This is an optimization exercise on Yosys and OpenROAD, whose aim is small area, a short achievable clock period and few clock cycles per item, not a production implementation.

## P
==> flow/design.v <==
`default_nettype none
package lkp_pkg;
    typedef logic [2-1:0] mshr_idx_t;
    typedef struct packed {
        logic [3-1:0] order_id;
        logic                    so;
        logic [5-1:0]   reg_entry;
        logic [4-1:0]   rob_entry;
    } lkp_meta_t;
    typedef struct packed {
        logic [20-1:0] key;
        lkp_meta_t              meta;
    } lkp_req_t;
    typedef struct packed {
        logic [20-1:0] result;
        lkp_meta_t              meta;
    } lkp_rsp_t;
    typedef struct packed {
        logic [20-1:0] key;
        mshr_idx_t              idx;
    } c2a_req_t;
    typedef enum logic [1:0] {
        S_IDLE,
        S_SEARCH,
        S_RESOLVE
    } slot_state_e;
endpackage
`default_nettype wire
`timescale 1ns/100ps
`default_nettype none
module lookup_cache_top (
    input  wire                      clk,
    input  wire                      rst,
    input  wire                      req_valid_i,
    input  wire  [20+(3 + 1 + 5 + 4)-1:0] req_i,
    output logic                     req_ready_o,
    output logic                     rsp_valid_o,
    output logic [20+(3 + 1 + 5 + 4)-1:0] rsp_o,
    input  wire                      rsp_ready_i,
    output logic                     c2a_vld_o,
    output logic [20-1:0]   c2a_info_o,
    output logic [10-1:0] c2a_req_id_o,
    input  wire                      a2c_rdy_i,
    input  wire                      a2c_rsp_vld_i,
    input  wire  [10-1:0] a2c_rsp_id_i,
    input  wire  [20-1:0]   a2c_rslt_i
);
    localparam int KW = 20;
    localparam int RW = 20;
    localparam int MW = (3 + 1 + 5 + 4);
    localparam int NE = 16;
    localparam int EW = 4;
    localparam int NS = 4;
    localparam int SW = 2;
    logic          sv_q, rv_q, tv_q, ready_q;
    logic [KW-1:0] skey_q, rkey_q, tkey_q;
    logic [MW-1:0] smeta_q, rmeta_q, tmeta_q;
    logic [EW-1:0] tidx_q;           
    logic [3:0]    thv4_q, thp4_q;   
    logic [NE-1:0] kv_q;             
    logic [NE-1:0] cv_q;             
    logic [KW-1:0] key_q  [NE];
    logic [RW-1:0] rslt_q [NE];
    logic [EW-1:0] ptr_q;            
    logic [NE-1:0] ptr_oh_q;         
    logic [NS-1:0] busy_q;
    logic [NS-1:0] rdy_q;            
    logic [EW-1:0] ent_q  [NS];
    logic [MW-1:0] meta_q [NS];
    logic          qv_q;
    logic [SW-1:0] qslot_q;
    logic [EW-1:0] qent_q;
    logic          cvld_q;
    logic [KW-1:0] ckey_q;
    logic [SW-1:0] cid_q;
    logic          ov_q;
    logic [RW-1:0] ores_q;
    logic [MW-1:0] ometa_q;
    logic [NS-1:0] a_sel;
    logic [NE-1:0] a_dec;
    logic [NE-1:0] ent_dec [NS];
    logic [NS-1:0] a_wake;
    always_comb begin
        for (int s = 0; s < NS; s++) begin
            a_sel[s] = a2c_rsp_vld_i && (a2c_rsp_id_i[SW-1:0] == SW'(s));
            for (int e = 0; e < NE; e++) begin
                ent_dec[s][e] = (ent_q[s] == EW'(e));
            end
        end
        a_dec = '0;
        for (int s = 0; s < NS; s++) begin
            if (a_sel[s]) a_dec = a_dec | ent_dec[s];
        end
        for (int s = 0; s < NS; s++) begin
            a_wake[s] = 1'b0;
            for (int j = 0; j < NS; j++) begin
                if (a_sel[j] && ent_q[j] == ent_q[s]) a_wake[s] = 1'b1;
            end
        end
    end
    logic [SW-1:0] fsel;
    logic          any_free;
    always_comb begin
        fsel = '0;
        for (int s = NS - 1; s >= 0; s--) begin
            if (!busy_q[s]) fsel = SW'(s);
        end
    end
    assign any_free = |(~busy_q);
    logic lk_ptr;
    always_comb begin
        lk_ptr = 1'b0;
        for (int s = 0; s < NS; s++) begin
            if (busy_q[s] && ent_q[s] == ptr_q) lk_ptr = 1'b1;
        end
    end
    logic o_free, c_free, thv, thp, t_miss;
    assign o_free = !ov_q || rsp_ready_i;
    assign c_free = !cvld_q || a2c_rdy_i;
    assign thv    = |thv4_q;
    assign thp    = |thp4_q;
    assign t_miss = !thv && !thp;
    logic s_fire;        
    logic h_fire;        
    logic p_fire;        
    logic a_fire;        
    logic skip;          
    logic t_free, r_free;
    assign s_fire = qv_q && o_free;
    assign h_fire = tv_q && thv && !qv_q && o_free;
    assign p_fire = tv_q && !t_miss && !h_fire && any_free;
    assign a_fire = tv_q && t_miss && any_free && c_free && !lk_ptr;
    assign skip   = tv_q && t_miss && lk_ptr;
    logic t_hit_wait, t_miss_go;
    assign t_hit_wait = tv_q && thv && !qv_q;
    assign t_miss_go  = tv_q && t_miss && any_free && !lk_ptr;
    assign t_free = !tv_q || (t_hit_wait && !ov_q) || (tv_q && !t_miss && any_free)
                 || (t_miss_go && !cvld_q)
                 || (t_hit_wait && rsp_ready_i) || (t_miss_go && a2c_rdy_i);
    assign r_free = !rv_q || t_free;
    assign req_ready_o = ready_q;
    logic          fwd_on, fwd_eq;
    logic [NE-1:0] m1, m1_v;
    logic [EW-1:0] m1_idx;
    assign fwd_on = tv_q && t_miss;
    assign fwd_eq = (tkey_q == rkey_q);
    always_comb begin
        m1_idx = '0;
        for (int e = 0; e < NE; e++) begin
            if (fwd_on && ptr_oh_q[e]) begin
                m1[e]   = fwd_eq;
                m1_v[e] = 1'b0;
            end else begin
                m1[e]   = kv_q[e] && (key_q[e] == rkey_q);
                m1_v[e] = m1[e] && cv_q[e];
            end
            if (m1[e]) m1_idx = m1_idx | EW'(e);
        end
    end
    logic [NS-1:0] cand;
    logic [SW-1:0] pick;
    always_comb begin
        pick = '0;
        for (int s = 0; s < NS; s++) begin
            cand[s] = busy_q[s] && rdy_q[s] && !(qv_q && qslot_q == SW'(s));
        end
        for (int s = NS - 1; s >= 0; s--) begin
            if (cand[s]) pick = SW'(s);
        end
    end
    always_ff @(posedge clk or posedge rst) begin
        if (rst) begin
            sv_q     <= 1'b0;
            ready_q  <= 1'b0;
            rv_q     <= 1'b0;
            tv_q     <= 1'b0;
            kv_q     <= '0;
            cv_q     <= '0;
            ptr_q    <= '0;
            ptr_oh_q <= NE'(1);
            busy_q   <= '0;
            rdy_q    <= '0;
            qv_q     <= 1'b0;
            cvld_q   <= 1'b0;
            ov_q     <= 1'b0;
        end else begin
            if (r_free) begin
                rv_q    <= sv_q || (req_valid_i && ready_q);
                sv_q    <= 1'b0;
                ready_q <= 1'b1;
            end else if (req_valid_i && ready_q) begin
                sv_q    <= 1'b1;
                ready_q <= 1'b0;
            end
            if (t_free) begin
                tv_q <= rv_q;
            end
            cv_q <= cv_q | a_dec;
            if (a_fire) begin
                kv_q <= kv_q | ptr_oh_q;
                cv_q <= (cv_q | a_dec) & ~ptr_oh_q;
            end
            if (a_fire || skip) begin
                ptr_q    <= ptr_q + 1'b1;
                ptr_oh_q <= {ptr_oh_q[NE-2:0], ptr_oh_q[NE-1]};
            end
            for (int s = 0; s < NS; s++) begin
                if (busy_q[s] && a_wake[s]) rdy_q[s] <= 1'b1;
            end
            if (s_fire) begin
                busy_q[qslot_q] <= 1'b0;
            end
            if (p_fire || a_fire) begin
                busy_q[fsel] <= 1'b1;
                rdy_q[fsel]  <= p_fire && (cv_q[tidx_q] || a_dec[tidx_q]);
            end
            if (!qv_q || s_fire) begin
                qv_q <= |cand;
            end
            if (a_fire) begin
                cvld_q <= 1'b1;
            end else if (a2c_rdy_i) begin
                cvld_q <= 1'b0;
            end
            if (s_fire || h_fire) begin
                ov_q <= 1'b1;
            end else if (rsp_ready_i) begin
                ov_q <= 1'b0;
            end
        end
    end
    logic [EW-1:0] oent;
    logic [RW-1:0] omux;
    always_comb begin
        omux = '0;
        oent = qv_q ? qent_q : tidx_q;
        for (int e = 0; e < NE; e++) begin
            if (oent == EW'(e)) omux = omux | rslt_q[e];
        end
    end
    always_ff @(posedge clk) begin
        if (!sv_q) begin
            skey_q  <= req_i[KW+MW-1:MW];
            smeta_q <= req_i[MW-1:0];
        end
        if (r_free) begin
            rkey_q  <= sv_q ? skey_q  : req_i[KW+MW-1:MW];
            rmeta_q <= sv_q ? smeta_q : req_i[MW-1:0];
        end
        if (t_free) begin
            tkey_q  <= rkey_q;
            tmeta_q <= rmeta_q;
            tidx_q  <= m1_idx;
            for (int g = 0; g < 4; g++) begin
                thv4_q[g] <= |m1_v[4*g +: 4];
                thp4_q[g] <= |(m1[4*g +: 4] & ~m1_v[4*g +: 4]);
            end
        end
        for (int e = 0; e < NE; e++) begin
            if (a_dec[e]) rslt_q[e] <= a2c_rslt_i;
            if (a_fire && ptr_oh_q[e]) key_q[e] <= tkey_q;
        end
        if (any_free) begin
            ent_q[fsel]  <= t_miss ? ptr_q : tidx_q;
            meta_q[fsel] <= tmeta_q;
        end
        if (!qv_q || s_fire) begin
            qslot_q <= pick;
            qent_q  <= ent_q[pick];
        end
        if (c_free) begin
            ckey_q <= tkey_q;
            cid_q  <= fsel;
        end
        if (o_free) begin
            ores_q  <= omux;
            ometa_q <= qv_q ? meta_q[qslot_q] : tmeta_q;
        end
    end
    assign rsp_valid_o  = ov_q;
    assign rsp_o        = {ores_q, ometa_q};
    assign c2a_vld_o    = cvld_q;
    assign c2a_info_o   = ckey_q;
    assign c2a_req_id_o = {{(10 - SW){1'b0}}, cid_q};
endmodule
`default_nettype wire
clock: 7.5 ns
lec_check: 0
cap_margin: 20
core_margin: 2
core_utilization: 55
setup_slack_margin: 4.6
slew_margin: 20
standard.sh (not shown) runs the stock make flow with config.mk's settings and CLKGATE_MAP_FILE= SYNTH_SCRIPT=/design/flow/synth_recipe.tcl, a recipe that flattens the netlist after the stock synthesis.
==> flow/flow/run.sh <==
#!/bin/bash
# The standard layout, with plain buffers (buf_2) on the ports in place
# of the delay buffers buffer_ports picks by default, and clock tree
# synthesis without dummy loads. Everything else is the standard flow.
# The tool output goes to standard_flow.log here.
set -euo pipefail
export BUFFER_PORTS_ARGS="-buffer_cell sky130_fd_sc_hd__buf_2"
export CTS_ARGS="-sink_clustering_enable -repair_clock_nets -dont_use_dummy_load -sink_clustering_size 26 -sink_clustering_max_diameter 70 -buf_list sky130_fd_sc_hd__clkbuf_16"
bash standard.sh > standard_flow.log 2>&1
[inputs] Q vs P
- putting CTS_CLUSTER_DIAMETER at 80 where nothing was set
- putting CTS_CLUSTER_SIZE at 30 where nothing was set
- swapping 55 for 40 in CORE_UTILIZATION
- putting CTS_BUF_LIST at sky130_fd_sc_hd__clkbuf_16 where nothing was set
--- a/flow/flow/run.sh
+++ b/flow/flow/run.sh
@@ -7,3 +7,3 @@
 export BUFFER_PORTS_ARGS="-buffer_cell sky130_fd_sc_hd__buf_2"
-export CTS_ARGS="-sink_clustering_enable -repair_clock_nets -dont_use_dummy_load -sink_clustering_size 26 -sink_clustering_max_diameter 70 -buf_list sky130_fd_sc_hd__clkbuf_16"
+export CTS_ARGS="-sink_clustering_enable -repair_clock_nets -dont_use_dummy_load -sink_clustering_size 30 -sink_clustering_max_diameter 80 -buf_list sky130_fd_sc_hd__clkbuf_16"
 bash standard.sh > standard_flow.log 2>&1
## What came out
- Compare Q and P | number of nets at the end of the flow lower: P
- Against P, Q comes in 46 ps lower on worst setup slack after placement.
- Compare Q and P | initial antenna violation count higher: Q
- met3 global-route usage came out lower on Q than on P.
- Note that the worst voltage drop across the vdd grid recorded for P amounts to 1.10 times the value seen in Q.
No functional check of the RTL was part of any run of this note.

==> separate check: timing with driven ports <==
In the flow no input, the clock included, has a driving cell. The finished layouts below were timed again as built, in two steps.
Step 1, drivers: a clkbuf_16 drives clk and a buf_2 each remaining input, both assumed.
Step 2 also shifts input and output timing later by t, the mid clock arrival at the registers, as if the neighbouring blocks saw the same clock.
Slacks: no drivers / after step 1 / after step 2; pairs: no drivers / after step 1.
run	t, ns	setup slack, ns	clock arrival spread, ns	pins driven straight from the clock port
P	0.667	4.552 / 4.553 / 3.886	0.066 / 0.066	1
Q	0.664	4.507 / 4.440 / 3.776	0.121 / 0.120	1
After both steps every run listed still meets setup and hold. The setup slack of Q, which loses most, moves by -0.067 ns with the drivers and by -0.731 ns with both steps.
